Source: an optimization exercise on an open RTL-to-GDS flow (aim: small area). Production flows keep margins and buffers that such runs may drop. Function was checked by simulation only, so behaviour that the tests miss may differ from the original. Power is estimated from default activity; no workload was simulated.

**config.mk**
```make
export PLATFORM = sky130hd
export DESIGN_NAME = csr_unit_top
export DESIGN_NICKNAME = csr_unit_top
export VERILOG_FILES = /design/flow/design.v
export SDC_FILE = /design/flow/constraint.sdc
export NUM_CORES = 4
export LEC_CHECK = 0
export CAP_MARGIN = 5
export CORE_MARGIN = 2
export CORE_UTILIZATION = 65
export PLACE_DENSITY = 0.75
export SLEW_MARGIN = 5
```
**constraint.sdc**
```tcl
create_clock -name core_clock -period 10.0 [get_ports {clk_i}]
set_input_delay 2.0000 -clock core_clock [delete_from_list [all_inputs] [get_ports {clk_i}]]
set_output_delay 2.0000 -clock core_clock [all_outputs]
set_load 0.01 [all_outputs]
```
**design.v**
```verilog
`default_nettype none
package csr_pkg;
  localparam int unsigned XLEN              = 32;
  localparam int unsigned NUM_PERF_COUNTERS = 9;
  localparam logic [1:0] MXL_RV32         = 2'd1;   
  localparam int unsigned MSTATUS_MIE_BIT  = 3;
  localparam int unsigned MSTATUS_MPIE_BIT = 7;
  localparam logic [1:0] PRIV_LVL_M       = 2'd3;   
  localparam logic [1:0] PCMR_RESET       = 2'd3;   
  localparam logic [6:0] PCCR_BASE_UPPER = 7'b0111100;
  typedef enum logic [1:0] {
    CSR_OP_NONE  = 2'd0,
    CSR_OP_WRITE = 2'd1,
    CSR_OP_SET   = 2'd2,
    CSR_OP_CLEAR = 2'd3
  } csr_op_e;
  typedef enum logic [11:0] {
    CSR_MSTATUS = 12'h300,
    CSR_MISA    = 12'h301,
    CSR_MTVEC   = 12'h305,
    CSR_MEPC    = 12'h341,
    CSR_MCAUSE  = 12'h342,
    CSR_PCCR31  = 12'h79F,   
    CSR_PCER    = 12'h7A0,
    CSR_PCMR    = 12'h7A1,
    CSR_MHARTID = 12'hF14
  } csr_num_e;
  typedef enum int unsigned {
    EV_CYCLE        = 0,
    EV_INSTR        = 1,
    EV_IMISS        = 2,
    EV_LOAD         = 3,
    EV_STORE        = 4,
    EV_JUMP         = 5,
    EV_BRANCH       = 6,
    EV_BRANCH_TAKEN = 7,
    EV_COMPRESSED   = 8
  } perf_event_e;
endpackage
`default_nettype wire
`timescale 1ns/1ns
`default_nettype none
import csr_pkg::*;
module csr_unit_top #(
  parameter bit RV32E = 1'b0,
  parameter bit RV32M = 1'b1
) (
  input  logic            clk_i,
  input  logic            rst_ni,
  input  logic [csr_pkg::XLEN-1:0] boot_addr_i,
  input  logic [3:0]      core_id_i,
  input  logic [5:0]      cluster_id_i,
  input  logic            csr_access_i,
  input  logic [11:0]             csr_addr_i,
  input  logic [csr_pkg::XLEN-1:0] csr_wdata_i,
  input  logic [1:0]              csr_op_i,
  output logic [csr_pkg::XLEN-1:0] csr_rdata_o,
  input  logic [csr_pkg::XLEN-1:0] pc_if_i,
  input  logic [csr_pkg::XLEN-1:0] pc_id_i,
  input  logic            csr_save_if_i,
  input  logic            csr_save_id_i,
  input  logic            csr_save_cause_i,
  input  logic [5:0]      csr_cause_i,
  input  logic            csr_restore_mret_i,
  output logic            m_irq_enable_o,
  output logic [csr_pkg::XLEN-1:0] mepc_o,
  input  logic            if_valid_i,
  input  logic            id_valid_i,
  input  logic            is_compressed_i,
  input  logic            is_decoding_i,
  input  logic            imiss_i,
  input  logic            pc_set_i,
  input  logic            jump_i,
  input  logic            branch_i,
  input  logic            branch_taken_i,
  input  logic            mem_load_i,
  input  logic            mem_store_i
);
  localparam int unsigned NC = NUM_PERF_COUNTERS;
  localparam logic [XLEN-1:0] MISA_VALUE =
      (XLEN'(1)     <<  2)
    | (XLEN'(RV32E) <<  4)
    | (XLEN'(1)     <<  8)
    | (XLEN'(RV32M) << 12)
    | (XLEN'(MXL_RV32) << 30);
  logic            mie_q, mpie_q;
  logic [XLEN-1:0] mepc_q;
  logic [5:0]      mcause_q;
  logic [NC-1:0]   pcer_q;
  logic [1:0]      pcmr_q;
  logic [NC-1:0]   pend_q;                
  logic [NC-1:0][XLEN-1:0] cnt_q;
  logic [11:0] a;
  assign a = csr_addr_i;
  logic sel_mstatus, sel_misa, sel_mtvec, sel_mepc, sel_mcause, sel_mhartid;
  logic sel_pcer, sel_pcmr, sel_all, in_pccr;
  logic [NC-1:0] sel_cnt;
  assign sel_mstatus = (a == CSR_MSTATUS);
  assign sel_misa    = (a == CSR_MISA);
  assign sel_mtvec   = (a == CSR_MTVEC);
  assign sel_mepc    = (a == CSR_MEPC);
  assign sel_mcause  = (a == CSR_MCAUSE);
  assign sel_mhartid = (a == CSR_MHARTID);
  assign sel_pcer    = (a == CSR_PCER);
  assign sel_pcmr    = (a == CSR_PCMR);
  assign sel_all     = (a == CSR_PCCR31);
  assign in_pccr     = (a[11:5] == PCCR_BASE_UPPER);
  always_comb begin
    for (int c = 0; c < NC; c++) sel_cnt[c] = in_pccr && (a[4:0] == 5'(c));
  end
  logic [XLEN-1:0] cnt_rd;
  always_comb begin
    case (a[3:0])
      4'd0: cnt_rd = cnt_q[0];
      4'd1: cnt_rd = cnt_q[1];
      4'd2: cnt_rd = cnt_q[2];
      4'd3: cnt_rd = cnt_q[3];
      4'd4: cnt_rd = cnt_q[4];
      4'd5: cnt_rd = cnt_q[5];
      4'd6: cnt_rd = cnt_q[6];
      4'd7: cnt_rd = cnt_q[7];
      4'd8: cnt_rd = cnt_q[8];
      default: cnt_rd = '0;
    endcase
  end
  always_comb begin
    csr_rdata_o = '0;
    if (sel_mstatus) begin
      csr_rdata_o[12:11]            = PRIV_LVL_M;
      csr_rdata_o[MSTATUS_MPIE_BIT] = mpie_q;
      csr_rdata_o[MSTATUS_MIE_BIT]  = mie_q;
    end
    csr_rdata_o = csr_rdata_o
                | ({XLEN{sel_misa}}    & MISA_VALUE)
                | ({XLEN{sel_mtvec}}   & boot_addr_i)
                | ({XLEN{sel_mepc}}    & mepc_q)
                | ({XLEN{sel_mcause}}  & {mcause_q[5], 26'b0, mcause_q[4:0]})
                | ({XLEN{sel_mhartid}} & {21'b0, cluster_id_i, 1'b0, core_id_i})
                | ({XLEN{sel_pcer}}    & XLEN'(pcer_q))
                | ({XLEN{sel_pcmr}}    & XLEN'(pcmr_q));
    csr_rdata_o = csr_rdata_o | ({XLEN{in_pccr & ~a[4]}} & cnt_rd);
  end
  logic            we;
  logic [XLEN-1:0] wdata;
  assign we = csr_access_i & (csr_op_i != CSR_OP_NONE);
  always_comb begin
    unique case (csr_op_i)
      CSR_OP_SET:   wdata = csr_wdata_i | csr_rdata_o;
      CSR_OP_CLEAR: wdata = ~csr_wdata_i & csr_rdata_o;
      default:      wdata = csr_wdata_i;
    endcase
  end
  logic            mie_n, mpie_n;
  logic [XLEN-1:0] mepc_n;
  logic [5:0]      mcause_n;
  always_comb begin
    mie_n    = mie_q;
    mpie_n   = mpie_q;
    mcause_n = mcause_q;
    if (we && sel_mstatus) begin
      mie_n  = wdata[MSTATUS_MIE_BIT];
      mpie_n = wdata[MSTATUS_MPIE_BIT];
    end
    if (we && sel_mcause) mcause_n = {wdata[XLEN-1], wdata[4:0]};
    if (csr_save_cause_i) begin
      mcause_n = csr_cause_i;
      mpie_n   = mie_q;
      mie_n    = 1'b0;
    end else if (csr_restore_mret_i) begin
      mie_n  = mpie_q;
      mpie_n = 1'b1;
    end
  end
  logic mepc_s_if, mepc_s_id, mepc_s_wr, mepc_s_hold;
  assign mepc_s_if   = csr_save_cause_i & csr_save_if_i & ~csr_save_id_i;
  assign mepc_s_id   = csr_save_cause_i & ~(csr_save_if_i & ~csr_save_id_i);
  assign mepc_s_wr   = ~csr_save_cause_i & we & sel_mepc;
  assign mepc_s_hold = ~csr_save_cause_i & ~(we & sel_mepc);
  assign mepc_n = ({XLEN{mepc_s_if}} & pc_if_i) | ({XLEN{mepc_s_id}} & pc_id_i)
                | ({XLEN{mepc_s_wr}} & wdata)   | ({XLEN{mepc_s_hold}} & mepc_q);
  assign m_irq_enable_o = mie_q;
  assign mepc_o         = mepc_q;
  logic [NC-1:0] ev;
  assign ev[EV_CYCLE]        = 1'b1;
  assign ev[EV_INSTR]        = if_valid_i;
  assign ev[EV_IMISS]        = imiss_i & ~pc_set_i;
  assign ev[EV_LOAD]         = mem_load_i;
  assign ev[EV_STORE]        = mem_store_i;
  assign ev[EV_JUMP]         = jump_i;
  assign ev[EV_BRANCH]       = branch_i;
  assign ev[EV_BRANCH_TAKEN] = branch_taken_i;
  assign ev[EV_COMPRESSED]   = id_valid_i & is_decoding_i & is_compressed_i;
  logic [NC-1:0][XLEN-1:0] cnt_n;
  for (genvar c = 0; c < NC; c++) begin : g_cnt
    logic [XLEN:0]   cy;    
    logic [XLEN-1:0] inc;
    logic wr, blk;
    assign cy[0] = pend_q[c];
    assign wr    = we && (sel_cnt[c] || sel_all);
    assign blk   = pcmr_q[1] & cy[XLEN] & ~wr;
    for (genvar b = 0; b < XLEN; b++) begin : g_bit
      assign inc[b]  = cnt_q[c][b] ^ cy[b];
      assign cy[b+1] = cnt_q[c][b] & cy[b];
    end
    assign cnt_n[c] = ({XLEN{~wr}} | wdata) & (inc | {XLEN{wr | blk}});
  end
  always_ff @(posedge clk_i or negedge rst_ni) begin
    if (!rst_ni) begin
      mie_q    <= 1'b0;
      mpie_q   <= 1'b0;
      mepc_q   <= '0;
      mcause_q <= '0;
      pcer_q   <= '0;
      pcmr_q   <= PCMR_RESET;
      pend_q   <= '0;
      cnt_q    <= '0;
    end else begin
      mie_q    <= mie_n;
      mpie_q   <= mpie_n;
      mepc_q   <= mepc_n;
      mcause_q <= mcause_n;
      if (we && sel_pcer) pcer_q <= wdata[NC-1:0];
      if (we && sel_pcmr) pcmr_q <= wdata[1:0];
      pend_q   <= ev & pcer_q & {NC{pcmr_q[0]}};
      cnt_q    <= cnt_n;
    end
  end
endmodule
`default_nettype wire
```
**flow/run.sh**
```bash
#!/bin/bash
# The standard ORFS layout (standard.sh) with three changes:
#  - synthesis maps with an area-oriented ABC script (flow/my_synth.tcl),
#  - port buffers are buf_1 instead of the default clkdlybuf4s50_1,
#  - CTS uses larger sink clusters and no dummy loads.
set -euo pipefail
export FLOW_WORK=$PWD
export BUFFER_PORTS_ARGS="-buffer_cell sky130_fd_sc_hd__buf_1"
export CTS_ARGS="-sink_clustering_enable -repair_clock_nets -buf_list sky130_fd_sc_hd__clkbuf_8 -sink_clustering_size 18 -sink_clustering_max_diameter 50 -dont_use_dummy_load"
bash standard.sh SYNTH_SCRIPT=$PWD/flow/my_synth.tcl finish > standard.log 2>&1
```
**flow/abc_area.script**
```
strash
balance
rewrite
refactor
balance
rewrite
rewrite -z
balance
refactor -z
rewrite -z
balance
dc2
&get -n
&dch -f
&nf -a -p -F 8 -A 8 -C 32 -R 1000
&put
```
**flow/my_synth.tcl**
```tcl
# The standard synthesis (synth_recipe.tcl in the work folder), with one
# change: the final ABC technology mapping uses flow/abc_area.script, an
# area-oriented script, instead of ORFS's speed script. Registers are mapped
# by dfflibmap before ABC runs, so they are the standard synthesis's.
proc abc {args} {
  set i [lsearch $args -script]
  if {$i >= 0} { lset args [expr {$i + 1}] $::env(FLOW_WORK)/flow/abc_area.script }
  yosys abc {*}$args
}
source $::env(FLOW_WORK)/synth_recipe.tcl
```
**standard.sh**
```bash
#!/bin/bash
# synth_recipe.tcl (not shown) runs the flow's synth.tcl, then flattens the netlist and writes it again
# the make line also repeats each setting of config.mk as NAME=value (left out here)
make -C /OpenROAD-flow-scripts/flow DESIGN_CONFIG=/design/flow/config.mk WORK_HOME=/design/flow/orfs CLKGATE_MAP_FILE= SYNTH_SCRIPT=/design/flow/synth_recipe.tcl "${@:-finish}"
```
==> results of run 1 <==
[layer usage]
metal  part of all wire  track usage
met1               0.37        0.562
met2               0.44        0.649
met3               0.14        0.131
met4              0.050        0.210
met5            0.00021            0
[layout make-up]
type	instances	share of cell area
Clock buffer	36	0.0241
Timing Repair Buffer	292	0.0641
Multi-Input combinational cell	1306	0.463
Antenna cell	5	0.000610
Sequential cell	348	0.424
Tap cell	378	0.0230
Inverter	3	0.000549
[through the flow]
stage | worst slack [ns] | utilization
final | 2.24 | 0.743
after CTS | 2.29 | 0.741
after global placement | 2.41 | 0.723
after detailed placement | 2.36 | 0.723
after global routing | 2.02 | 0.743
after floorplan | 0.675 | -
[critical path, delay by kind of cell (launching register included)]
family | cells | cell delay [ns]
fa+ha+maj | 32 | 6.20
compound gates | 2 | 0.48
flops | 1 | 0.40
buf+inv | 1 | 0.36
simple gates | 1 | 0.13
[final timing paths]
check,to,slack (ns),cells after the start
worst min register to register,mcause_q[5]$_DFFE_PN0P_,0.52,2
worst max-delay path,cnt_q[189]$_DFF_PN0_,2.24,36
max in group asynchronous,mepc_q[8]$_DFF_PN0_,6.18,3
worst min-delay path,mcause_q[5]$_DFFE_PN0P_,0.52,2
min in group asynchronous,cnt_q[119]$_DFF_PN0_,1.47,1
worst max register to register,cnt_q[189]$_DFF_PN0_,2.24,36
[kinds of logic (layout without fill, tap and decap cells)]
logic type | after synthesis | count (layout) | share of synthesized area
other | 0 | 5 | 0
buffers and inverters | 3 | 331 | 0.000622
adders and majority gates | 288 | 288 | 0.199
AOI/OAI and AO/OA | 602 | 602 | 0.217
and+or+nand+nor | 416 | 416 | 0.102
DFF | 348 | 348 | 0.481
[flip-flops by register name (all words and copies together) (netlist names)]
| name | cells |
|---|---|
| cnt_q | 288 |
| pend_q | 9 |
| mcause_q | 6 |
| pcer_q | 9 |
| mepc_q | 32 |
| pcmr_q | 2 |
| mpie_q | 1 |
| mie_q | 1 |
[synthesized netlist by cell type, types with 8 or more instances]
cell      number  area share
and3b_1       31       0.015
dfrtp_1      346        0.48
ha_1         288        0.20
a22oi_1        9      0.0037
nor2_1       317       0.066
o21ai_0       44       0.012
nor3_1         8      0.0022
a21o_1        10      0.0041
a31oi_1       23      0.0079
a222oi_1     141       0.078
and3_1        14      0.0048
a221o_1       17      0.0094
a21oi_1      342       0.094
nand2_1       15      0.0031
[power by group]
part,internal [mW],switching [mW],leakage [nW]
Sequential,1.44,0.0289,4.78
Combinational,0.0632,0.152,5.79
Clock,0.322,0.470,0.259
[layout by cell type, fill, tap and decap left out, drive strengths merged, types with 15 or more instances in the layout]
cell type,synthesis,final
a21oi,342,342
a221o,17,17
a222oi,141,141
a31oi,23,23
and3b,31,31
buf,0,290
clkbuf,0,38
dfrtp,346,346
ha,288,288
nand2,15,15
nor2,317,317
o21ai,44,44
==> run_results.csv, run 1 <==
group,metric,value,unit
critical_path,crit_type,"reg2reg",
routing,via_per_inst,6.98,
timing,setup_viol,0,
critical_path,start_kind,"register",
critical_path,critPathMaxFanout,18,
yosys,synth_cell_type_count,35,
critical_path,cp-end-kind,"register",
clocking,hold_buffers,0,
yosys,syn_area,0.0181,mm²
yosys,yosys_warnings,1,
yosys,ys_seq_elements,348,
die,fp.dieH,171,µm
yosys,synth-async-reset-ratio,1.00,
routing,drc,0,
final_layout,regArea,0.00871,mm²
worst_hold_path,hold_start,"mcause_q[5]$_DFFE_PN0P_",
timing,rsz0062_at_grt,"false",
pwr,finalPower,2.48,mW
timing,hold_viol,0,
timing,worst_pin_slew,1.39,ns
final_layout,post-route-cell-area,0.0205,mm²
die,chipWidth,171,µm
place,dp_hpwl,41600,µm
timing,relSlewSlack,0.0736,
grt,overflow,0,
routing,routed_wl,62200,µm
routing,drt_iter0_markers,2627,
die,start_util,0.656,
yosys,seq_area_frac_synth,0.481,
die,pin_count,241,
clocking,clock_path_buffers,3,
yosys,synthFlopType,"dfrtp_1",
die,dieArea,0.0292,mm²
timing,period_minus_slack,7.76,ns
final_layout,drive_above_1_share,0.0589,
critical_path,cp-startpoint,"cnt_q[160]$_DFF_PN0_",
place,numPortBuffers,240,
critical_path,crit-reg2reg-launch,"cnt_q[160]$_DFF_PN0_",
final_layout,instances_no_fill,2368,
place,gp_congestion,0.890,
pwr,peakVddDrop,0.000115,V
clocking,clock-sinks,348,
final_layout,multi_input_area,0.00950,mm²
yosys,synth_area_per_cell,10.9,µm²
grt,track_usage,0.428,
routing,wl_per_cell,26.3,µm
place,dp_cells,2326,
critical_path,crit_top_cell,"ha_1",
timing,slew_viol_final,0,
timing,skew,0.0448,ns
final_layout,area_growth_syn_to_layout,13.3,%
pwr,powerDensity,121,mW/mm²
timing,min_period_over_period,0.776,
clocking,clock-root-buffer,"clkbuf_8",
yosys,syn-num-nets,2121,
critical_path,slowest_delay,0.43,ns
timing,fmax,129,MHz
timing,whs,0.515,ns
clocking,htreeDepth,2,
critical_path,crit_slowest_cell,"a21o_1",
clocking,clkSlewWorstSetupHoldPaths,0.09,ns
grt,grt_pass1_wl,93400,µm
routing,ant_nets,0,
clocking,insertion_delay,0.58,ns
flow_run,drv_cap,0,
grt,grt_pass1_vias,16100,
timing,final.setup.tns,0,ns
worst_hold_path,hp-class,"reg2reg",
clocking,cts_tree,"yes",
routing,via_count,16500,
clocking,cts_resized,0,
clocking,cts_setup_buffers,0,
yosys,synth_edf_count,0,
die,row_count,61,
critical_path,required,10.37,ns
clocking,cts-buffers-inserted,36,
place,placed_area,0.0200,mm²
grt,antenna_found_initial,5,
critical_path,worstPathArrival,8.13,ns
status,status,"complete, no violations",
die,core_area,0.0276,mm²
routing,drtPass1Iterations,9,
final_layout,fin_nets,2451,
pwr,power_leakage,10.8,nW
grt,grt_max_degree,76,
final_layout,fillCellCount,2102,
yosys,syn_inst,1657,
==> run 2, diff against run 1 <==
--- a/flow/run.sh
+++ b/flow/run.sh
@@ -6,5 +6,5 @@
 set -euo pipefail
 export FLOW_WORK=$PWD
 export BUFFER_PORTS_ARGS="-buffer_cell sky130_fd_sc_hd__buf_1"
-export CTS_ARGS="-sink_clustering_enable -repair_clock_nets -buf_list sky130_fd_sc_hd__clkbuf_8 -sink_clustering_size 18 -sink_clustering_max_diameter 50 -dont_use_dummy_load"
+export CTS_ARGS="-sink_clustering_enable -repair_clock_nets -buf_list sky130_fd_sc_hd__clkbuf_16 -sink_clustering_size 26 -sink_clustering_max_diameter 90 -dont_use_dummy_load"
 bash standard.sh SYNTH_SCRIPT=$PWD/flow/my_synth.tcl finish > standard.log 2>&1
--- a/config.mk
+++ b/config.mk
@@ -5,8 +5,8 @@
 export SDC_FILE = /design/flow/constraint.sdc
 export NUM_CORES = 4
 export LEC_CHECK = 0
-export CAP_MARGIN = 5
+export CAP_MARGIN = 0
 export CORE_MARGIN = 2
 export CORE_UTILIZATION = 65
 export PLACE_DENSITY = 0.75
-export SLEW_MARGIN = 5
+export SLEW_MARGIN = 0
==> run 2 against run 1 <==
- register-to-register slack worse by 0.03 ns
- worst setup slack got worse by 0.032 ns
- sequential share of layout area up 0.21 points
- design area is 0.50% lower
- critical path depth did not move
- global-route usage fell by 0.15 points
- clock-buffer cell count is 19 lower
- combinational power about the same
- synthesized cell count is the same
- critical endpoint is now cnt_q[176]$_DFF_PN0_
- largest power group unchanged
==> run_results.csv, run 2 <==
group,metric,value,unit
worst_hold_path,hp-class,"reg2reg",
timing,slew_viol_final,0,
grt,grtUsageMet1,0.567,
routing,routed_wl,62300,µm
critical_path,worstPathArrival,8.12,ns
clocking,clock-sinks,348,
clocking,cts-buffers-inserted,17,
routing,via_per_inst,7.02,
die,core_area,0.0276,mm²
timing,min_period_over_period,0.779,
pwr,finalPower,2.44,mW
pwr,power_leakage,10.8,nW
routing,ant_nets,0,
final_layout,mostFrequentLayoutCells,"346 x dfrtp_1, 341 x a21oi_1, 304 x nor2_1",
die,row_count,61,
critical_path,crit_slowest_cell,"a21o_1",
timing,hold_viol,0,
grt,use_met3,0.122,
die,pin_count,241,
status,status,"complete, no violations",
final_layout,fillCellCount,2102,
final_layout,drive_above_1_share,0.0494,
routing,drc,0,
clocking,clock_path_buffers,3,
die,fp.dieH,171,µm
yosys,synthTopCellsByCount,"346 x dfrtp_1, 342 x a21oi_1, 317 x nor2_1, 288 x ha_1, 141 x a222oi_1",
clocking,htreeDepth,1,
grt,grt_use_met2,0.660,
critical_path,slowest_delay,0.44,ns
die,start_util,0.656,
place,dp_cells,2326,
timing,final.setup.tns,0,ns
routing,drtPass1Iterations,9,
place,numPortBuffers,240,
critical_path,crit_type,"reg2reg",
clocking,cts_tree,"yes",
timing,worst_pin_slew,1.40,ns
clocking,cts_resized,0,
yosys,yosysMostFrequentCell,"dfrtp_1",
final_layout,largest_reg_flops,288,
clocking,insertion_delay,0.53,ns
yosys,syn-num-nets,2121,
final_layout,layout_commonest_cell,"dfrtp_1",
flow_run,drv_cap,0,
clocking,hold_buffers,0,
timing,rsz0062_at_grt,"false",
critical_path,crit_top_cell,"ha_1",
yosys,seq_area_frac_synth,0.481,
routing,via_count,16500,
yosys,ys_seq_elements,348,
die,dieArea,0.0292,mm²
final_layout,post-route-cell-area,0.0204,mm²
critical_path,critPathMaxFanout,18,
grt,track_usage,0.427,
critical_path,required,10.33,ns
yosys,yosys_warnings,1,
grt,grt_pass1_vias,16000,
critical_path,start_kind,"register",
yosys,synth_cell_type_count,35,
clocking,clock-root-buffer,"clkbuf_16",
yosys,ys_top_cells_by_area,"dfrtp_1 48%, ha_1 20%, a21oi_1 9.4%, a222oi_1 7.8%, nor2_1 6.6%",
timing,skew,0.0359,ns
die,chipWidth,171,µm
place,gp_congestion,0.890,
pwr,peakVddDrop,0.000155,V
place,dp_hpwl,41600,µm
final_layout,area_growth_syn_to_layout,12.7,%
yosys,synthFlopType,"dfrtp_1",
yosys,syn_area,0.0181,mm²
timing,period_minus_slack,7.79,ns
yosys,yosysTopAreaCell,"dfrtp_1",
timing,relSlewSlack,0.0616,
final_layout,reg_top3,"cnt_q (288), mepc_q (32)",
timing,setup_viol,0,
timing,fmax,128,MHz
clocking,clkSlewWorstSetupHoldPaths,0.10,ns
routing,drt_iter0_markers,2507,
grt,antenna_found_initial,3,
grt,grt_pass1_wl,93500,µm
grt,grt.busiest_layer,"met2",
yosys,synth_top_area_frac,0.478,
yosys,syn_inst,1657,
critical_path,cp-end-kind,"register",
grt,overflow,0,
pwr,powerDensity,119,mW/mm²
final_layout,instances_no_fill,2346,
final_layout,fin_nets,2431,
clocking,cts_setup_buffers,0,
grt,grt_max_degree,76,
final_layout,regMostFlops,"cnt_q",
routing,wl_per_cell,26.6,µm
critical_path,reg2reg_depth,36,
yosys,synth_area_per_cell,10.9,µm²
place,placed_area,0.0200,mm²
yosys,synth-async-reset-ratio,1.00,
yosys,synth_edf_count,0,
worst_hold_path,min_path_cells,2,
-- run 2: cell counts after synthesis --
No cell type changed its count.
-- run 2: cell families after synthesis --
family,Yosys count,share of synthesized area
simple gates,416,0.102
fa+ha+maj,288,0.199
flops,348,0.481
compound gates,602,0.217
buf+inv,3,0.000622
-- run 2: final timing paths --
kind / end / from / slack [ns]
min: mcause_q[5]$_DFFE_PN0P_ / mcause_q[5]$_DFFE_PN0P_ / 0.52
max reg2reg: cnt_q[176]$_DFF_PN0_ / cnt_q[160]$_DFF_PN0_ / 2.21
min reg2reg: mcause_q[5]$_DFFE_PN0P_ / mcause_q[5]$_DFFE_PN0P_ / 0.52
max in group asynchronous: cnt_q[230]$_DFF_PN0_ / rst_ni / 6.24
min in group asynchronous: cnt_q[23]$_DFF_PN0_ / rst_ni / 1.48
max: cnt_q[176]$_DFF_PN0_ / cnt_q[160]$_DFF_PN0_ / 2.21
-- run 2: layout make-up --
class                           instances  area (µm²)  area share
Multi-Input combinational cell       1306        9500       0.465
Sequential cell                       348        8710       0.427
Timing Repair Buffer                  291        1290      0.0631
Tap cell                              378         473      0.0232
Clock buffer                           17         425      0.0208
Inverter                                3        11.3    0.000551
Antenna cell                            3        7.51    0.000368
-- run 2: through the flow --
| step | utilization | hold slack [ns] | setup slack [ns] |
|---|---|---|---|
| final | 0.739 | 0.517 | 2.21 |
| after global routing | 0.739 | 0.546 | 1.96 |
| after CTS | 0.739 | 0.523 | 2.30 |
| after detailed placement | 0.723 | 0.498 | 2.36 |
| after global placement | 0.723 | 0.495 | 2.41 |
| after floorplan | - | 0.470 | 0.675 |
-- run 2: where the power goes --
group	switching, mW	internal [mW]
registers	0.0292	1.44
logic	0.152	0.0633
clock network	0.448	0.307
-- run 2: worst max-delay path, delay by kind of cell, from the launching register on --
family,cells,cell delay [ns]
adders and majority gates,32,6.19
and+or+nand+nor,1,0.12
DFF,1,0.40
AOI/OAI and AO/OA,2,0.49
buffers and inverters,1,0.36
-- run 2: per-layer routing --
metal / share of wire / up-vias / wire length [µm]
met2: 0.45 / 1164 / 27900
met1: 0.37 / 7974 / 22900
li1: - / 7121 / -
met5: 0.00021 / - / 13
met4: 0.046 / 2 / 2870
met3: 0.14 / 204 / 8570
==> run 3, diff against run 2 <==
--- a/config.mk
+++ b/config.mk
@@ -5,8 +5,8 @@
 export SDC_FILE = /design/flow/constraint.sdc
 export NUM_CORES = 4
 export LEC_CHECK = 0
-export CAP_MARGIN = 0
+export CAP_MARGIN = 5
 export CORE_MARGIN = 2
 export CORE_UTILIZATION = 65
 export PLACE_DENSITY = 0.75
-export SLEW_MARGIN = 0
+export SLEW_MARGIN = 5
==> run 3 against run 2 <==
- critical endpoint unchanged
- via count stayed put
- largest cell class unchanged
- synthesized cell count did not move
- global-route usage unchanged
- combinational power about the same
- critical path type unchanged
- register-to-register slack is essentially flat
- power unchanged
- critical path depth is the same
==> run_results.csv, run 3 <==
group,metric,value,unit
critical_path,start_kind,"register",
yosys,synthFlopType,"dfrtp_1",
die,chipWidth,171,µm
timing,min_period_over_period,0.779,
yosys,synth-xor-area-share,0,
critical_path,worstReg2RegEnd,"cnt_q[176]$_DFF_PN0_",
routing,via_count,16500,
timing,period_minus_slack,7.79,ns
routing,ant_nets,0,
timing,slew_viol_final,0,
die,pin_count,241,
worst_hold_path,hold_start,"mcause_q[5]$_DFFE_PN0P_",
pwr,powerDensity,119,mW/mm²
place,dp_hpwl,41600,µm
pwr,power_leakage,10.8,nW
routing,drt_iter0_markers,2507,
place,dp_cells,2326,
yosys,synth_edf_count,0,
place,numPortBuffers,240,
yosys,synth_top_area_frac,0.478,
final_layout,final_util,0.739,
yosys,ys_seq_elements,348,
yosys,synthAdderAreaFrac,0.199,
clocking,cts_resized,0,
die,dieArea,0.0292,mm²
grt,grt_pass1_wl,93500,µm
final_layout,mostFrequentLayoutCells,"346 x dfrtp_1, 341 x a21oi_1, 304 x nor2_1",
timing,worst_pin_slew,1.40,ns
routing,wl_per_cell,26.6,µm
grt,track_usage,0.427,
final_layout,largest_reg_flops,288,
clocking,cts-buffers-inserted,17,
clocking,clock-root-buffer,"clkbuf_16",
routing,via_per_inst,7.02,
yosys,synth-async-reset-ratio,1.00,
timing,final.setup.tns,0,ns
clocking,cts_tree,"yes",
critical_path,cp-end-kind,"register",
critical_path,crit_slowest_cell,"a21o_1",
final_layout,fillCellCount,2102,
yosys,synth_top_family_by_area,"compound AO/OA/AOI/OAI gates",
routing,drc,0,
final_layout,instances_no_fill,2346,
yosys,syn-num-nets,2121,
timing,rsz0062_at_grt,"false",
grt,antenna_found_initial,3,
final_layout,area_growth_syn_to_layout,12.7,%
grt,grt_pass1_vias,16000,
worst_hold_path,min_path_cells,2,
yosys,yosysTopAreaCell,"dfrtp_1",
routing,drtPass1Iterations,9,
routing,routed_wl,62300,µm
worst_hold_path,min_to,"mcause_q[5]$_DFFE_PN0P_",
critical_path,slowest_delay,0.44,ns
clocking,insertion_delay,0.53,ns
clocking,htreeDepth,1,
die,start_util,0.656,
yosys,synthMuxAreaShare,0,
final_layout,fin_nets,2431,
yosys,synth_cell_type_count,35,
yosys,syn_area,0.0181,mm²
timing,skew,0.0359,ns
critical_path,crit-reg2reg-launch,"cnt_q[160]$_DFF_PN0_",
die,row_count,61,
clocking,cts_setup_buffers,0,
yosys,seq_area_frac_synth,0.481,
clocking,hold_buffers,0,
timing,setup_viol,0,
critical_path,reg2reg_depth,36,
yosys,synth_area_per_cell,10.9,µm²
timing,relSlewSlack,0.0616,
timing,fmax,128,MHz
timing,hold_viol,0,
yosys,syn_inst,1657,
clocking,clock_path_buffers,3,
critical_path,worstPathArrival,8.12,ns
final_layout,layout_commonest_cell,"dfrtp_1",
yosys,yosys_warnings,1,
critical_path,r2r_slack,2.21,ns
flow_run,drv_cap,0,
die,core_area,0.0276,mm²
worst_hold_path,hp-class,"reg2reg",
pwr,peakVddDrop,0.000155,V
yosys,synthTopCellsByCount,"346 x dfrtp_1, 342 x a21oi_1, 317 x nor2_1, 288 x ha_1, 141 x a222oi_1",
yosys,yosysMostFrequentCell,"dfrtp_1",
yosys,synth_compound_area_frac,0.217,
critical_path,crit_top_cell,"ha_1",
die,fp.dieH,171,µm
yosys,ys_top_cells_by_area,"dfrtp_1 48%, ha_1 20%, a21oi_1 9.4%, a222oi_1 7.8%, nor2_1 6.6%",
clocking,clock-sinks,348,
final_layout,drive_above_1_share,0.0494,
final_layout,reg_top3,"cnt_q (288), mepc_q (32)",
clocking,clkSlewWorstSetupHoldPaths,0.10,ns
critical_path,crit_type,"reg2reg",
yosys,yosys.area_share.simple,0.102,
status,status,"complete, no violations",
critical_path,critPathMaxFanout,18,
grt,overflow,0,
critical_path,required,10.33,ns
final_layout,regMostFlops,"cnt_q",
grt,grt_max_degree,76,
place,gp_congestion,0.890,
run 3: per-stage QoR:
| stage | instance area (µm²) | setup WS [ns] | hold slack, ns | power [mW] |
|---|---|---|---|---|
| 4_1_cts | 20400 | 2.30 | 0.523 | 2.44 |
| 2_1_floorplan | 18100 | 0.675 | 0.470 | 1.57 |
| 3_3_place_gp | 20000 | 2.41 | 0.495 | 1.70 |
| 3_5_place_dp | 20000 | 2.36 | 0.498 | 1.70 |
| 5_1_grt | 20400 | 1.96 | 0.546 | 2.51 |
| 6_report | 20400 | 2.21 | 0.517 | 2.44 |
run 3: how the worst max path moves through the flow:
stage	start	end	slack, ns	cells past startpoint
2_1_floorplan	csr_addr_i[1]	csr_rdata_o[1]	0.68	6
3_3_place_gp	pend_q[2]$_DFF_PN0_	cnt_q[78]$_DFF_PN0_	2.41	35
3_5_place_dp	pend_q[2]$_DFF_PN0_	cnt_q[79]$_DFF_PN0_	2.36	35
4_1_cts	pend_q[2]$_DFF_PN0_	cnt_q[79]$_DFF_PN0_	2.30	35
5_1_grt	pend_q[2]$_DFF_PN0_	cnt_q[82]$_DFF_PN0_	1.96	35
6_report	cnt_q[160]$_DFF_PN0_	cnt_q[176]$_DFF_PN0_	2.21	36
run 3: cell type report:
| type | instances | area, µm² | area share |
|---|---|---|---|
| Clock buffer | 17 | 425 | 0.0208 |
| Antenna cell | 3 | 7.51 | 0.000368 |
| Multi-Input combinational cell | 1306 | 9500 | 0.465 |
| Tap cell | 378 | 473 | 0.0232 |
| Inverter | 3 | 11.3 | 0.000551 |
| Sequential cell | 348 | 8710 | 0.427 |
| Timing Repair Buffer | 291 | 1290 | 0.0631 |
run 3: kinds of logic after synthesis:
logic type	Yosys count
adders and majority gates	288
AOI/OAI and AO/OA	602
and+or+nand+nor	416
DFF	348
buffers and inverters	3
run 3: routing by layer:
layer,up-vias,part of all wire,global-route usage
met5,-,0.00021,0
li1,7121,-,-
met1,7974,0.37,0.567
met2,1164,0.45,0.660
met3,204,0.14,0.122
met4,2,0.046,0.179
run 3: critical path, delay by kind of cell (launching register included):
| family | cells | cell delay [ns] |
|---|---|---|
| buffers and inverters | 1 | 0.36 |
| AO/OA/AOI/OAI | 2 | 0.49 |
| AND/OR/NAND/NOR | 1 | 0.12 |
| adder cells (fa/ha/maj) | 32 | 6.19 |
| flip-flops | 1 | 0.40 |
run 3: report_power, final:
group / internal [mW] / switching (mW) / total (mW)
combinational: 0.0633 / 0.152 / 0.215
sequential: 1.44 / 0.0292 / 1.47
clock: 0.307 / 0.448 / 0.755
==> run 4, diff against run 3 <==
==> flow/run.sh (replaced) <==
#!/bin/bash
# The standard ORFS layout (standard.sh) with three changes:
#  - synthesis maps with an area-oriented ABC script (flow/my_synth.tcl),
#  - port buffers are buf_1 instead of the default clkdlybuf4s50_1,
#  - CTS uses larger sink clusters and no dummy loads,
#  - repairs use buffers no larger than buf_2 (flow/small_bufs.tcl).
set -euo pipefail
export FLOW_WORK=$PWD
export BUFFER_PORTS_ARGS="-buffer_cell sky130_fd_sc_hd__buf_1"
export CTS_ARGS="-sink_clustering_enable -repair_clock_nets -buf_list sky130_fd_sc_hd__clkbuf_16 -sink_clustering_size 26 -sink_clustering_max_diameter 90 -dont_use_dummy_load"
for s in GLOBAL_PLACE RESIZE CTS GLOBAL_ROUTE; do export PRE_${s}_TCL=$PWD/flow/small_bufs.tcl; done
bash standard.sh SYNTH_SCRIPT=$PWD/flow/my_synth.tcl finish > standard.log 2>&1
==> flow/small_bufs.tcl (new file) <==
# Repair buffers: keep the resizer to the small buffer sizes.
set_dont_use [get_lib_cells {sky130_fd_sc_hd__buf_4 sky130_fd_sc_hd__buf_6 sky130_fd_sc_hd__buf_8 sky130_fd_sc_hd__buf_12 sky130_fd_sc_hd__buf_16}]
==> run 4 against run 3 <==
- still clean on timing, DRC and antenna
- clock skew down 0.011 ns
- non-clock buffer count decreased by 5
- worst hold slack better by 0.013 ns
- global-route usage increased by 0.89 points
- synthesized area unchanged
- synthesized cell count unchanged
- via count grew 0.44%
- power hardly changed
- largest cell class unchanged
- largest power group unchanged
==> run_results.csv, run 4 <==
group,metric,value,unit
final_layout,instances_no_fill,2341,
grt,grt.busiest_layer,"met2",
status,status,"complete, no violations",
timing,setup_viol,0,
timing,fin_ws,1.67,ns
clocking,cts_setup_buffers,0,
worst_hold_path,hp-class,"reg2reg",
pwr,powerDensity,119,mW/mm²
final_layout,area_growth_syn_to_layout,13.2,%
critical_path,slowest_delay,0.70,ns
yosys,ys_top_cells_by_area,"dfrtp_1 48%, ha_1 20%, a21oi_1 9.4%, a222oi_1 7.8%, nor2_1 6.6%",
timing,slew_viol_final,0,
final_layout,post-route-cell-area,0.0205,mm²
grt,track_usage,0.436,
yosys,synth_area_per_cell,10.9,µm²
timing,fmax,120,MHz
yosys,synth_top_area_frac,0.478,
grt,grt_max_degree,151,
pwr,peakVddDrop,0.000137,V
critical_path,worstPathArrival,8.69,ns
routing,ant_nets,0,
place,dp_hpwl,43600,µm
critical_path,required,10.36,ns
yosys,synthFlopType,"dfrtp_1",
yosys,syn-num-nets,2121,
yosys,synthTopCellsByCount,"346 x dfrtp_1, 342 x a21oi_1, 317 x nor2_1, 288 x ha_1, 141 x a222oi_1",
final_layout,layout_commonest_cell,"dfrtp_1",
clocking,insertion_delay,0.53,ns
critical_path,r2r_slack,1.67,ns
clocking,cts_resized,0,
yosys,ys_seq_elements,348,
routing,via_per_inst,7.06,
clocking,cts-buffers-inserted,17,
yosys,syn_area,0.0181,mm²
final_layout,fin_nets,2426,
die,row_count,61,
yosys,yosysTopAreaCell,"dfrtp_1",
final_layout,regMostFlops,"cnt_q",
final_layout,mostFrequentLayoutCells,"346 x dfrtp_1, 341 x a21oi_1, 304 x nor2_1",
routing,wl_per_cell,27.2,µm
die,core_area,0.0276,mm²
clocking,clock-root-buffer,"clkbuf_16",
routing,drtPass1Iterations,10,
timing,rsz0062_at_grt,"false",
die,pin_count,241,
place,place_ws,1.82,ns
final_layout,reg_top3,"cnt_q (288), mepc_q (32)",
timing,worst_pin_slew,1.36,ns
pwr,power_leakage,10.9,nW
yosys,syn_inst,1657,
critical_path,crit_type,"reg2reg",
timing,final.setup.tns,0,ns
grt,use_met3,0.145,
routing,drc,0,
routing,drt_iter0_markers,2659,
routing,via_count,16500,
yosys,synth_edf_count,0,
final_layout,final_util,0.742,
timing,hold_viol,0,
place,numPortBuffers,240,
die,dieArea,0.0292,mm²
clocking,clock-sinks,348,
yosys,yosysMostFrequentCell,"dfrtp_1",
die,chipWidth,171,µm
clocking,hold_buffers,0,
timing,period_minus_slack,8.33,ns
clocking,cts_tree,"yes",
grt,overflow,0,
flow_run,drv_cap,0,
critical_path,start_kind,"register",
routing,routed_wl,63600,µm
die,start_util,0.656,
critical_path,crit_top_cell,"ha_1",
place,gp_congestion,0.943,
timing,relSlewSlack,0.0928,
grt,grtUsageMet1,0.568,
clocking,clock_path_buffers,3,
place,dp_cells,2320,
critical_path,crit_slowest_cell,"dlygate4sd1_1",
clocking,clkSlewWorstSetupHoldPaths,0.10,ns
grt,grt_pass1_wl,94700,µm
die,fp.dieH,171,µm
grt,antenna_found_initial,7,
clocking,htreeDepth,1,
yosys,synth-async-reset-ratio,1.00,
timing,skew,0.0251,ns
yosys,yosys_warnings,1,
place,placed_area,0.0201,mm²
critical_path,cp-end-kind,"register",
final_layout,largest_reg_flops,288,
yosys,synth_cell_type_count,35,
final_layout,drive_above_1_share,0.0301,
critical_path,critPathMaxFanout,19,
yosys,seq_area_frac_synth,0.481,
grt,grt_pass1_vias,16100,
timing,min_period_over_period,0.833,
grt,grt_use_met2,0.664,
## run 4: report_power, final
| group | internal (mW) | switching, mW |
|---|---|---|
| Sequential | 1.44 | 0.0284 |
| Clock | 0.307 | 0.448 |
| Combinational | 0.0629 | 0.152 |
## run 4: cells by family after synthesis
family,synth area share
AOI/OAI and AO/OA,0.217
adders and majority gates,0.199
buffers and inverters,0.000622
DFF,0.481
and+or+nand+nor,0.102
## run 4: worst paths after layout
kind	start	endpoint	cells past startpoint
worst min register to register	mcause_q[5]$_DFFE_PN0P_	mcause_q[5]$_DFFE_PN0P_	2
min in group asynchronous	rst_ni	cnt_q[184]$_DFF_PN0_	1
worst max-delay path	cnt_q[32]$_DFF_PN0_	cnt_q[49]$_DFF_PN0_	36
max in group asynchronous	rst_ni	cnt_q[175]$_DFF_PN0_	2
worst min-delay path	mcause_q[5]$_DFFE_PN0P_	mcause_q[5]$_DFFE_PN0P_	2
worst max register to register	cnt_q[32]$_DFF_PN0_	cnt_q[49]$_DFF_PN0_	36
## run 4: layout make-up
cell class | count | area, µm²
Multi-Input combinational cell | 1306 | 9500
Clock buffer | 17 | 425
Antenna cell | 3 | 7.51
Sequential cell | 348 | 8710
Fill cell | 2034 | 7120
Tap cell | 378 | 473
Inverter | 3 | 11.3
Timing Repair Buffer | 286 | 1380
## run 4: stage by stage
step	hold WS (ns)	power, mW
finish	0.530	2.44
global route	0.556	2.50
CTS	0.528	2.43
detailed placement	0.505	1.70
global placement	0.489	1.70
floorplan	0.470	1.57
## run 4: critical path: cells and delay by family (launching register included)
kind / cells / cell delay, ns
buffers and inverters: 1 / 0.70
AND/OR/NAND/NOR: 1 / 0.24
flip-flops: 1 / 0.40
adder cells (fa/ha/maj): 32 / 6.31
AO/OA/AOI/OAI: 2 / 0.50
## run 4: routing by layer
metal	part of all wire	up-vias
li1	-	7119
met1	0.37	8009
met2	0.44	1161
met3	0.14	242
met4	0.050	6
met5	0.00065	-
==> run 5, diff against run 4 <==
==> flow/small_bufs.tcl (replaced) <==
# Repair buffers: keep the resizer to buf_1 (clkbuf_16 stays for CTS).
set_dont_use [get_lib_cells {sky130_fd_sc_hd__buf_2 sky130_fd_sc_hd__buf_4 sky130_fd_sc_hd__buf_6 sky130_fd_sc_hd__buf_8 sky130_fd_sc_hd__buf_12 sky130_fd_sc_hd__buf_16 sky130_fd_sc_hd__bufbuf_* sky130_fd_sc_hd__dlygate* sky130_fd_sc_hd__clkdlybuf* sky130_fd_sc_hd__dlymetal* sky130_fd_sc_hd__clkbuf_1 sky130_fd_sc_hd__clkbuf_2 sky130_fd_sc_hd__clkbuf_4 sky130_fd_sc_hd__clkbuf_8}]
==> run 5 against run 4 <==
- non-clock buffer count up 53
- critical endpoint is now cnt_q[137]$_DFF_PN0_
- die area unchanged
- combinational power up 2%
- worst hold slack worse by 0.0081 ns
- still clean on timing, DRC and antenna
- worst setup slack better by 0.18 ns
- clock skew up 0.030 ns
==> run_results.csv, run 5 <==
group,metric,value,unit
place,place_ws,2.07,ns
critical_path,slowest_delay,0.59,ns
critical_path,reg2reg_depth,36,
final_layout,drive_above_1_share,0.0214,
grt,grt_pass1_wl,97100,µm
pwr,finalPower,2.44,mW
clocking,cts_resized,0,
routing,wl_met2,27800,µm
critical_path,critPathMaxFanout,14,
critical_path,r2r_slack,1.85,ns
critical_path,start_kind,"register",
grt,grt_pass1_vias,16500,
clocking,clkSlewWorstSetupHoldPaths,0.10,ns
timing,fmax,123,MHz
pwr,p_int,1.81,mW
pwr,share_clk_of_total_power,0.308,
timing,hold_viol,0,
critical_path,cp-end-kind,"register",
yosys,seq_area_frac_synth,0.481,
routing,drc,0,
pwr,swShare,0.259,
routing,via_count,16800,
grt,track_usage,0.447,
yosys,ys_seq_elements,348,
timing,final.setup.tns,0,ns
clocking,cts-buffers-inserted,17,
clocking,clock-root-buffer,"clkbuf_16",
routing,wl_per_cell,27.1,µm
pwr,power_leakage,10.6,nW
yosys,synth_top_area_frac,0.478,
critical_path,crit_top_cell,"ha_1",
pwr,seq_power_share,0.602,
grt,overflow,0,
die,pin_count,241,
yosys,syn_inst,1657,
yosys,synthFlopType,"dfrtp_1",
yosys,ys_top_cells_by_area,"dfrtp_1 48%, ha_1 20%, a21oi_1 9.4%, a222oi_1 7.8%, nor2_1 6.6%",
die,chipWidth,171,µm
timing,period_minus_slack,8.15,ns
timing,slew_viol_final,0,
critical_path,crit_family,"adder cells",
critical_path,worstReg2RegEnd,"cnt_q[137]$_DFF_PN0_",
critical_path,crit-reg2reg-launch,"cnt_q[128]$_DFF_PN0_",
timing,setup_viol,0,
status,status,"complete, no violations",
routing,drt_iter0_markers,2750,
routing,ant_nets,0,
grt,antenna_found_initial,6,
critical_path,crit_buf_inv,1,
die,dieArea,0.0292,mm²
timing,rsz0062_at_grt,"false",
yosys,syn-num-nets,2121,
flow_run,drv_cap,0,
pwr,peakVddDrop,0.000181,V
critical_path,crit_type,"reg2reg",
yosys,yosysTopAreaCell,"dfrtp_1",
final_layout,instances_no_fill,2396,
yosys,yosysMostFrequentCell,"dfrtp_1",
routing,met3_length,9650,µm
timing,whs,0.522,ns
yosys,synth_area_per_cell,10.9,µm²
final_layout,regMostFlops,"cnt_q",
final_layout,area_growth_syn_to_layout,12.7,%
worst_hold_path,hp-class,"reg2reg",
critical_path,crit_slowest_cell,"buf_1",
timing,worst_pin_slew,1.37,ns
routing,routed_wl,64900,µm
routing,wirelength_met1,24100,µm
grt,grt_max_degree,27,
place,dp_cells,2373,
routing,drtPass1Iterations,10,
yosys,synth-async-reset-ratio,1.00,
clocking,hold_buffers,0,
place,numPortBuffers,240,
worst_hold_path,hold_start,"mcause_q[2]$_DFFE_PN0P_",
place,dp_hpwl,47000,µm
clocking,htreeDepth,1,
final_layout,reg_top3,"cnt_q (288), mepc_q (32)",
die,row_count,61,
final_layout,mostFrequentLayoutCells,"346 x dfrtp_1, 341 x a21oi_1, 339 x buf_1",
final_layout,fin_nets,2479,
routing,via_per_inst,7.01,
timing,skew,0.0553,ns
yosys,synth_edf_count,0,
final_layout,final_util,0.739,
routing,top_layer_used,"met5",
timing,fin_ws,1.85,ns
worst_hold_path,min_to,"mcause_q[2]$_DFFE_PN0P_",
clocking,clock_path_buffers,3,
clocking,clock-sinks,348,
timing,min_period_over_period,0.815,
yosys,syn_area,0.0181,mm²
worst_hold_path,min_path_cells,2,
pwr,p_switching,0.631,mW
clocking,cts_tree,"yes",
clocking,cts_setup_buffers,0,
final_layout,post-route-cell-area,0.0204,mm²
die,core_area,0.0276,mm²
yosys,yosys_warnings,1,
pwr,combPwrFrac,0.090,
place,gp_congestion,0.943,
yosys,synth_cell_type_count,35,
clocking,insertion_delay,0.53,ns
final_layout,layout_commonest_cell,"dfrtp_1",
die,start_util,0.656,
final_layout,largest_reg_flops,288,
timing,relSlewSlack,0.0856,
pwr,powerDensity,120,mW/mm²
yosys,synthTopCellsByCount,"346 x dfrtp_1, 342 x a21oi_1, 317 x nor2_1, 288 x ha_1, 141 x a222oi_1",
place,placed_area,0.0200,mm²
critical_path,required,10.37,ns
die,fp.dieH,171,µm
critical_path,worstPathArrival,8.52,ns
## run 5: cell counts after synthesis
Identical to the previous run, type by type.
## run 5: power by group through the flow
stage | Clock [mW] | Combinational, mW | Sequential [mW]
6_report | 0.752 | 0.220 | 1.47
5_1_grt | 0.807 | 0.239 | 1.47
4_1_cts | 0.759 | 0.214 | 1.47
3_5_place_dp | 0 | 0.213 | 1.49
3_3_place_gp | 0 | 0.208 | 1.49
2_1_floorplan | 0 | 0.0788 | 1.49
## run 5: cell families (layout without fill, tap and decap cells)
family	after synthesis	count (layout)	share of synthesized area
AO/OA/AOI/OAI	602	602	0.217
AND/OR/NAND/NOR	416	416	0.102
flip-flops	348	348	0.481
adder cells (fa/ha/maj)	288	288	0.199
buffers and inverters	3	359	0.000622
other	0	5	0
## run 5: routing by layer
metal,GRT usage,vias to the layer above
met5,0,-
met4,0.228,2
met3,0.159,227
met2,0.658,1269
met1,0.586,8074
li1,-,7228
## run 5: area by class of cell
cell class / instances / area [µm²]
diodes: 5 / 12.5
clock buffers: 17 / 425
fillers: 2114 / 7220
inverters: 3 / 11.3
multi-input cells: 1306 / 9510
flip-flops and latches: 348 / 8710
well taps: 378 / 473
repair buffers: 339 / 1270
## run 5: how the worst max path moves through the flow
stage / start / end / cells after the start
6_report: cnt_q[128]$_DFF_PN0_ / cnt_q[137]$_DFF_PN0_ / 36
3_3_place_gp: cnt_q[128]$_DFF_PN0_ / cnt_q[135]$_DFF_PN0_ / 36
2_1_floorplan: csr_addr_i[1] / csr_rdata_o[1] / 6
3_5_place_dp: cnt_q[128]$_DFF_PN0_ / cnt_q[136]$_DFF_PN0_ / 36
5_1_grt: cnt_q[128]$_DFF_PN0_ / cnt_q[130]$_DFF_PN0_ / 36
4_1_cts: cnt_q[128]$_DFF_PN0_ / cnt_q[136]$_DFF_PN0_ / 36
## run 5: worst reg2reg max path: cells and delay by family, from the launching register on
kind | cells | cell delay [ns]
adder cells (fa/ha/maj) | 32 | 6.38
AND/OR/NAND/NOR | 1 | 0.31
flip-flops | 1 | 0.40
buffers and inverters | 1 | 0.59
AO/OA/AOI/OAI | 2 | 0.35
==> run 6, diff against run 5 <==
==> flow/small_bufs.tcl (replaced) <==
# Repair buffers: keep the resizer to buf_1/buf_2 (clkbuf_16 stays for CTS).
set_dont_use [get_lib_cells {sky130_fd_sc_hd__buf_4 sky130_fd_sc_hd__buf_6 sky130_fd_sc_hd__buf_8 sky130_fd_sc_hd__buf_12 sky130_fd_sc_hd__buf_16 sky130_fd_sc_hd__bufbuf_* sky130_fd_sc_hd__dlygate* sky130_fd_sc_hd__clkdlybuf* sky130_fd_sc_hd__dlymetal* sky130_fd_sc_hd__clkbuf_1 sky130_fd_sc_hd__clkbuf_2 sky130_fd_sc_hd__clkbuf_4 sky130_fd_sc_hd__clkbuf_8}]
==> run 6 against run 5 <==
- critical path type unchanged
- clock power increased by 0.9%
- largest cell class unchanged
- global-route usage decreased by 0.61 points
- clock skew decreased by 0.022 ns
- die area unchanged
- core utilization decreased by 0.30 points
- design area decreased by 0.40%
- highest routed layer is now met4
==> run_results.csv, run 6 <==
group,metric,value,unit
grt,grt_pass1_wl,96200,µm
yosys,yosysMostFrequentCell,"dfrtp_1",
final_layout,multi_input_area,0.00952,mm²
final_layout,regArea,0.00871,mm²
critical_path,start_kind,"register",
yosys,yosys_warnings,1,
final_layout,regMostFlops,"cnt_q",
die,pin_count,241,
place,dp_hpwl,45500,µm
timing,skew,0.0334,ns
critical_path,required,10.33,ns
critical_path,crit_type,"reg2reg",
routing,drtPass1Iterations,13,
final_layout,post-route-cell-area,0.0203,mm²
clocking,insertion_delay,0.53,ns
die,chipWidth,171,µm
clocking,htreeDepth,1,
die,dieArea,0.0292,mm²
final_layout,mostFrequentLayoutCells,"346 x dfrtp_1, 341 x a21oi_1, 304 x nor2_1",
timing,min_period_over_period,0.825,
final_layout,fillCellCount,2111,
final_layout,reg_top3,"cnt_q (288), mepc_q (32)",
yosys,ys_top_cells_by_area,"dfrtp_1 48%, ha_1 20%, a21oi_1 9.4%, a222oi_1 7.8%, nor2_1 6.6%",
routing,drt_iter0_markers,2799,
clocking,cts-buffers-inserted,17,
yosys,synth_top_area_frac,0.478,
final_layout,layout_commonest_cell,"dfrtp_1",
clocking,clock_path_buffers,3,
pwr,peakVddDrop,0.000132,V
critical_path,slowest_delay,0.59,ns
place,gp_congestion,0.916,
yosys,syn-num-nets,2121,
yosys,synthMuxAreaShare,0,
final_layout,fin_nets,2444,
yosys,synth_edf_count,0,
die,start_util,0.656,
yosys,synth_top_family_by_area,"compound AO/OA/AOI/OAI gates",
grt,track_usage,0.441,
timing,final.setup.tns,0,ns
clocking,clock-sinks,348,
yosys,synth-async-reset-ratio,1.00,
yosys,synth_area_per_cell,10.9,µm²
yosys,syn_inst,1657,
timing,hold_viol,0,
pwr,powerDensity,120,mW/mm²
timing,worst_pin_slew,1.43,ns
clocking,cts_tree,"yes",
routing,via_count,16800,
timing,fmax,121,MHz
final_layout,largest_reg_flops,288,
pwr,power_leakage,10.7,nW
yosys,synthTopCellsByCount,"346 x dfrtp_1, 342 x a21oi_1, 317 x nor2_1, 288 x ha_1, 141 x a222oi_1",
timing,fin_ws,1.75,ns
yosys,synth_compound_area_frac,0.217,
critical_path,cp-end-kind,"register",
critical_path,crit_top_cell,"ha_1",
routing,routed_wl,64400,µm
die,core_area,0.0276,mm²
yosys,synth-xor-area-share,0,
yosys,synthFlopType,"dfrtp_1",
critical_path,crit_slowest_cell,"buf_1",
timing,rsz0062_at_grt,"false",
die,fp.dieH,171,µm
routing,ant_nets,0,
clocking,clkSlewWorstSetupHoldPaths,0.10,ns
critical_path,critPathMaxFanout,18,
yosys,syn_area,0.0181,mm²
die,row_count,61,
yosys,synth_cell_type_count,35,
worst_hold_path,hp-class,"reg2reg",
place,place_ws,1.95,ns
grt,overflow,0,
flow_run,drv_cap,0,
yosys,synthAdderAreaFrac,0.199,
yosys,yosysTopAreaCell,"dfrtp_1",
routing,drc,0,
timing,period_minus_slack,8.25,ns
clocking,cts_resized,0,
timing,setup_viol,0,
clocking,clock-root-buffer,"clkbuf_16",
yosys,ys_seq_elements,348,
final_layout,drive_above_1_share,0.0399,
status,status,"complete, no violations",
clocking,hold_buffers,0,
timing,relSlewSlack,0.0486,
routing,wl_per_cell,27.3,µm
yosys,seq_area_frac_synth,0.481,
yosys,yosys.area_share.simple,0.102,
grt,grt_pass1_vias,16300,
routing,via_per_inst,7.11,
grt,grt_max_degree,34,
place,numPortBuffers,240,
place,placed_area,0.0199,mm²
critical_path,worstPathArrival,8.57,ns
grt,antenna_found_initial,4,
final_layout,area_growth_syn_to_layout,12.2,%
timing,slew_viol_final,0,
clocking,cts_setup_buffers,0,
==> run 6: cell families after synthesis <==
logic type,after synthesis
flops,348
buf+inv,3
fa+ha+maj,288
compound gates,602
simple gates,416
==> run 6: through the flow <==
stage	util	hold WS, ns	cells	total power, mW
after CTS	0.735	0.518	2356	2.43
after global placement	0.720	0.491	2339	1.70
after global routing	0.736	0.548	2359	2.51
after detailed placement	0.720	0.498	2339	1.70
after floorplan	-	0.470	1657	1.57
final	0.736	0.517	2360	2.44
==> run 6: worst max-delay path: cells and delay by family (launching register included) <==
kind | cells | cell delay (ns)
buf+inv | 1 | 0.59
compound gates | 2 | 0.49
simple gates | 1 | 0.24
fa+ha+maj | 32 | 6.31
flops | 1 | 0.41
==> run 6: area by class of cell <==
| cell class | count | area share |
|---|---|---|
| Clock buffer | 17 | 0.0209 |
| Timing Repair Buffer | 304 | 0.0581 |
| Inverter | 3 | 0.000554 |
| Sequential cell | 348 | 0.428 |
| Antenna cell | 4 | 0.000492 |
| Multi-Input combinational cell | 1306 | 0.468 |
| Tap cell | 378 | 0.0233 |
==> run 6: path summary, 6_finish.rpt <==
check                                        startpoint  depth (start not counted)                       to  slack [ns]
worst max-delay path                cnt_q[64]$_DFF_PN0_                         36      cnt_q[78]$_DFF_PN0_        1.75
worst min-delay path            mcause_q[0]$_DFFE_PN0P_                          2  mcause_q[0]$_DFFE_PN0P_        0.52
worst max register to register      cnt_q[64]$_DFF_PN0_                         36      cnt_q[78]$_DFF_PN0_        1.75
worst min register to register  mcause_q[0]$_DFFE_PN0P_                          2  mcause_q[0]$_DFFE_PN0P_        0.52
max in group asynchronous                        rst_ni                          4     cnt_q[236]$_DFF_PN0_        6.20
min in group asynchronous                        rst_ni                          1     cnt_q[152]$_DFF_PN0_        1.37
==> run 6: layer usage <==
metal  share of wire  vias to the layer above  GRT usage
li1                -                     7164          -
met1            0.37                     8069      0.587
met2            0.44                     1333      0.658
met3            0.14                      212      0.142
met4           0.048                        0      0.211
met5               0                        -          0
==> run 6: report_power, final <==
part | total [mW] | internal, mW | switching (mW) | leakage, nW
Clock | 0.759 | 0.308 | 0.451 | 0.210
Sequential | 1.47 | 1.44 | 0.0287 | 4.78
Combinational | 0.216 | 0.0614 | 0.155 | 5.70
==> run 7, diff against run 6 <==
--- a/design.v
+++ b/design.v
@@ -194,7 +194,7 @@
   for (genvar c = 0; c < NC; c++) begin : g_cnt
     logic [XLEN:0]   cy;    
     logic [XLEN-1:0] inc;
-    logic wr, blk;
+    logic            wr, blk;
     assign cy[0] = pend_q[c];
     assign wr    = we && (sel_cnt[c] || sel_all);
     assign blk   = pcmr_q[1] & cy[XLEN] & ~wr;
--- a/flow/run.sh
+++ b/flow/run.sh
@@ -1,5 +1,5 @@
 #!/bin/bash
-# The standard ORFS layout (standard.sh) with three changes:
+# The standard ORFS layout (standard.sh) with four changes:
 #  - synthesis maps with an area-oriented ABC script (flow/my_synth.tcl),
 #  - port buffers are buf_1 instead of the default clkdlybuf4s50_1,
 #  - CTS uses larger sink clusters and no dummy loads,
--- a/config.mk
+++ b/config.mk
@@ -7,6 +7,6 @@
 export LEC_CHECK = 0
 export CAP_MARGIN = 5
 export CORE_MARGIN = 2
-export CORE_UTILIZATION = 65
-export PLACE_DENSITY = 0.75
+export CORE_UTILIZATION = 55
+export PLACE_DENSITY = 0.7
 export SLEW_MARGIN = 5
==> run 7 against run 6 <==
- still clean
- synthesized area unchanged
- non-clock buffer count is 10 higher
- global-route usage shrank 5.7 points
- worst setup slack got worse by 0.16 ns
- core utilization fell by 11 points
- sequential share of layout area is 0.25 points lower
- power shrank 0.20%
- die area increased by 18%
- critical path type unchanged
==> run_results.csv, run 7 <==
group,metric,value,unit
pwr,seq_power_share,0.602,
pwr,power_leakage,10.7,nW
pwr,swShare,0.258,
clocking,hold_buffers,0,
die,core_area,0.0325,mm²
die,dieArea,0.0344,mm²
timing,period_minus_slack,8.41,ns
yosys,synth_top_area_frac,0.478,
yosys,yosys_warnings,1,
final_layout,diodes,0,
yosys,seq_area_frac_synth,0.481,
critical_path,crit_slowest_cell,"buf_1",
yosys,synth-async-reset-ratio,1.00,
final_layout,regMostFlops,"cnt_q",
critical_path,r2r_slack,1.59,ns
routing,drc,0,
critical_path,cp-end-kind,"register",
place,numPortBuffers,240,
yosys,syn-num-nets,2121,
timing,fmax,119,MHz
yosys,synthAdderAreaFrac,0.199,
timing,fin_ws,1.59,ns
timing,rsz0062_at_grt,"false",
clocking,insertion_delay,0.54,ns
clocking,clkSlewWorstSetupHoldPaths,0.10,ns
die,fp.dieH,185,µm
timing,slew_viol_final,0,
final_layout,fillCellCount,2734,
timing,worst_pin_slew,1.42,ns
critical_path,crit_top_cell,"ha_1",
yosys,ys_seq_elements,348,
die,pin_count,241,
grt,grt_pass1_vias,16200,
routing,via_per_inst,6.81,
routing,drt_iter0_markers,2370,
status,status,"complete, no violations",
timing,hold_viol,0,
timing,skew,0.0537,ns
pwr,powerDensity,119,mW/mm²
grt,track_usage,0.384,
yosys,synthTopCellsByCount,"346 x dfrtp_1, 342 x a21oi_1, 317 x nor2_1, 288 x ha_1, 141 x a222oi_1",
final_layout,fin_nets,2454,
pwr,p_switching,0.630,mW
die,start_util,0.558,
grt,overflow,0,
final_layout,layout_commonest_cell,"dfrtp_1",
timing,final.setup.tns,0,ns
yosys,synth_area_per_cell,10.9,µm²
routing,ant_nets,0,
yosys,synthFlopType,"dfrtp_1",
clocking,clock_path_buffers,3,
clocking,cts_tree,"yes",
die,chipWidth,185,µm
yosys,syn_area,0.0181,mm²
place,place_ws,1.73,ns
final_layout,drive_above_1_share,0.0397,
routing,drtPass1Iterations,10,
clocking,clock-sinks,348,
clocking,cts_setup_buffers,0,
place,gp_congestion,0.941,
final_layout,largest_reg_flops,288,
routing,routed_wl,65700,µm
grt,grt_max_degree,33,
clocking,htreeDepth,1,
die,row_count,66,
clocking,cts_resized,0,
yosys,ys_top_cells_by_area,"dfrtp_1 48%, ha_1 20%, a21oi_1 9.4%, a222oi_1 7.8%, nor2_1 6.6%",
final_layout,mostFrequentLayoutCells,"346 x dfrtp_1, 341 x a21oi_1, 304 x nor2_1",
clocking,cts-buffers-inserted,17,
final_layout,final_util,0.630,
yosys,synth_compound_area_frac,0.217,
yosys,synth_cell_type_count,35,
flow_run,drv_cap,0,
yosys,yosys.area_share.simple,0.102,
grt,antenna_found_initial,1,
timing,relSlewSlack,0.0553,
pwr,peakVddDrop,0.000107,V
routing,via_count,16500,
critical_path,start_kind,"register",
critical_path,critPathMaxFanout,17,
critical_path,required,10.33,ns
critical_path,crit_type,"reg2reg",
timing,setup_viol,0,
yosys,syn_inst,1657,
yosys,synth_edf_count,0,
timing,min_period_over_period,0.841,
pwr,share_clk_of_total_power,0.309,
critical_path,worstPathArrival,8.75,ns
final_layout,area_growth_syn_to_layout,12.9,%
critical_path,slowest_delay,0.68,ns
final_layout,reg_top3,"cnt_q (288), mepc_q (32)",
worst_hold_path,hp-class,"reg2reg",
place,placed_area,0.0200,mm²
yosys,yosysMostFrequentCell,"dfrtp_1",
yosys,synthMuxAreaShare,0,
pwr,combPwrFrac,0.089,
place,dp_hpwl,47200,µm
yosys,synth_top_family_by_area,"compound AO/OA/AOI/OAI gates",
final_layout,post-route-cell-area,0.0204,mm²
clocking,clock-root-buffer,"clkbuf_16",
yosys,synth-xor-area-share,0,
routing,wl_per_cell,27.0,µm
pwr,p_int,1.81,mW
yosys,yosysTopAreaCell,"dfrtp_1",
grt,grt_pass1_wl,97900,µm
## run 7: path summary, 6_finish.rpt
check / endpoint / cells past startpoint / start
worst min-delay path: mcause_q[1]$_DFFE_PN0P_ / 2 / mcause_q[1]$_DFFE_PN0P_
min in group asynchronous: cnt_q[182]$_DFF_PN0_ / 1 / rst_ni
worst max-delay path: cnt_q[185]$_DFF_PN0_ / 36 / cnt_q[160]$_DFF_PN0_
worst min register to register: mcause_q[1]$_DFFE_PN0P_ / 2 / mcause_q[1]$_DFFE_PN0P_
worst max register to register: cnt_q[185]$_DFF_PN0_ / 36 / cnt_q[160]$_DFF_PN0_
max in group asynchronous: cnt_q[74]$_DFF_PN0_ / 4 / rst_ni
## run 7: layer usage
| metal | vias up | global-route usage | wire (µm) |
|---|---|---|---|
| met5 | - | 0 | 16 |
| met3 | 222 | 0.0894 | 7500 |
| met2 | 1108 | 0.592 | 29400 |
| li1 | 7181 | - | - |
| met4 | 2 | 0.193 | 3590 |
| met1 | 8030 | 0.511 | 25200 |
## run 7: per-stage QoR
stage / cells / hold slack (ns) / power, mW
2_1_floorplan: 1657 / 0.470 / 1.57
3_3_place_gp: 2411 / 0.489 / 1.70
3_5_place_dp: 2411 / 0.496 / 1.71
4_1_cts: 2428 / 0.518 / 2.44
5_1_grt: 2430 / 0.549 / 2.51
6_report: 2430 / 0.520 / 2.44
## run 7: power groups by stage
stage	Clock [mW]	Combinational (mW)	Sequential, mW
floorplan	0	0.0788	1.49
global placement	0	0.209	1.49
detailed placement	0	0.213	1.49
CTS	0.760	0.213	1.47
global route	0.804	0.239	1.47
finish	0.753	0.217	1.47
## run 7: worst max-delay path: cells and delay by family, from the launching register on
| kind | cells | cell delay (ns) |
|---|---|---|
| compound gates | 2 | 0.54 |
| fa+ha+maj | 32 | 6.28 |
| buf+inv | 1 | 0.68 |
| flops | 1 | 0.40 |
| simple gates | 1 | 0.27 |
## run 7: layout make-up
class                   instances  area [µm²]  share of cell area
clock buffers                  17         425              0.0208
inverters                       3        11.3            0.000551
multi-input cells            1306        9530               0.466
repair buffers                314        1220              0.0596
flip-flops and latches        348        8710               0.426
well taps                     442         553              0.0270
## run 7: logic make-up after synthesis
family / count (synthesis)
buffers and inverters: 3
DFF: 348
adders and majority gates: 288
AOI/OAI and AO/OA: 602
and+or+nand+nor: 416

[static timing again, ports no longer ideal]
In the flow no input, the clock included, has a driving cell. The finished layouts below were timed again as built, in two steps.
Step 1, drivers: a clkbuf_16 drives clk_i and a buf_2 each remaining input, both assumed.
Step 2 adds t to the input delays and takes it off the output delays; t is the mean of the earliest and latest rising clock arrival at the registers after step 1. Input paths then give back, and output paths get back, about the clock's delay inside the block.
Three values: ideal ports, drivers, drivers and shift; two values: the first two.
run	t (ns)	setup WS [ns]	worst data-port slew with drivers (ns)	cell pins on the clock port's net
run 1	0.603	2.244 / 2.244 / 2.244	0.10	1
run 2	0.566	2.213 / 2.213 / 2.213	0.14	1
run 3	0.566	2.213 / 2.213 / 2.213	0.14	1
run 4	0.568	1.672 / 1.672 / 1.672	0.15	1
run 5	0.553	1.850 / 1.850 / 1.850	0.15	1
run 6	0.563	1.752 / 1.752 / 1.752	0.14	1
run 7	0.569	1.587 / 1.587 / 1.587	0.07	1
After both steps every run listed still meets setup and hold.
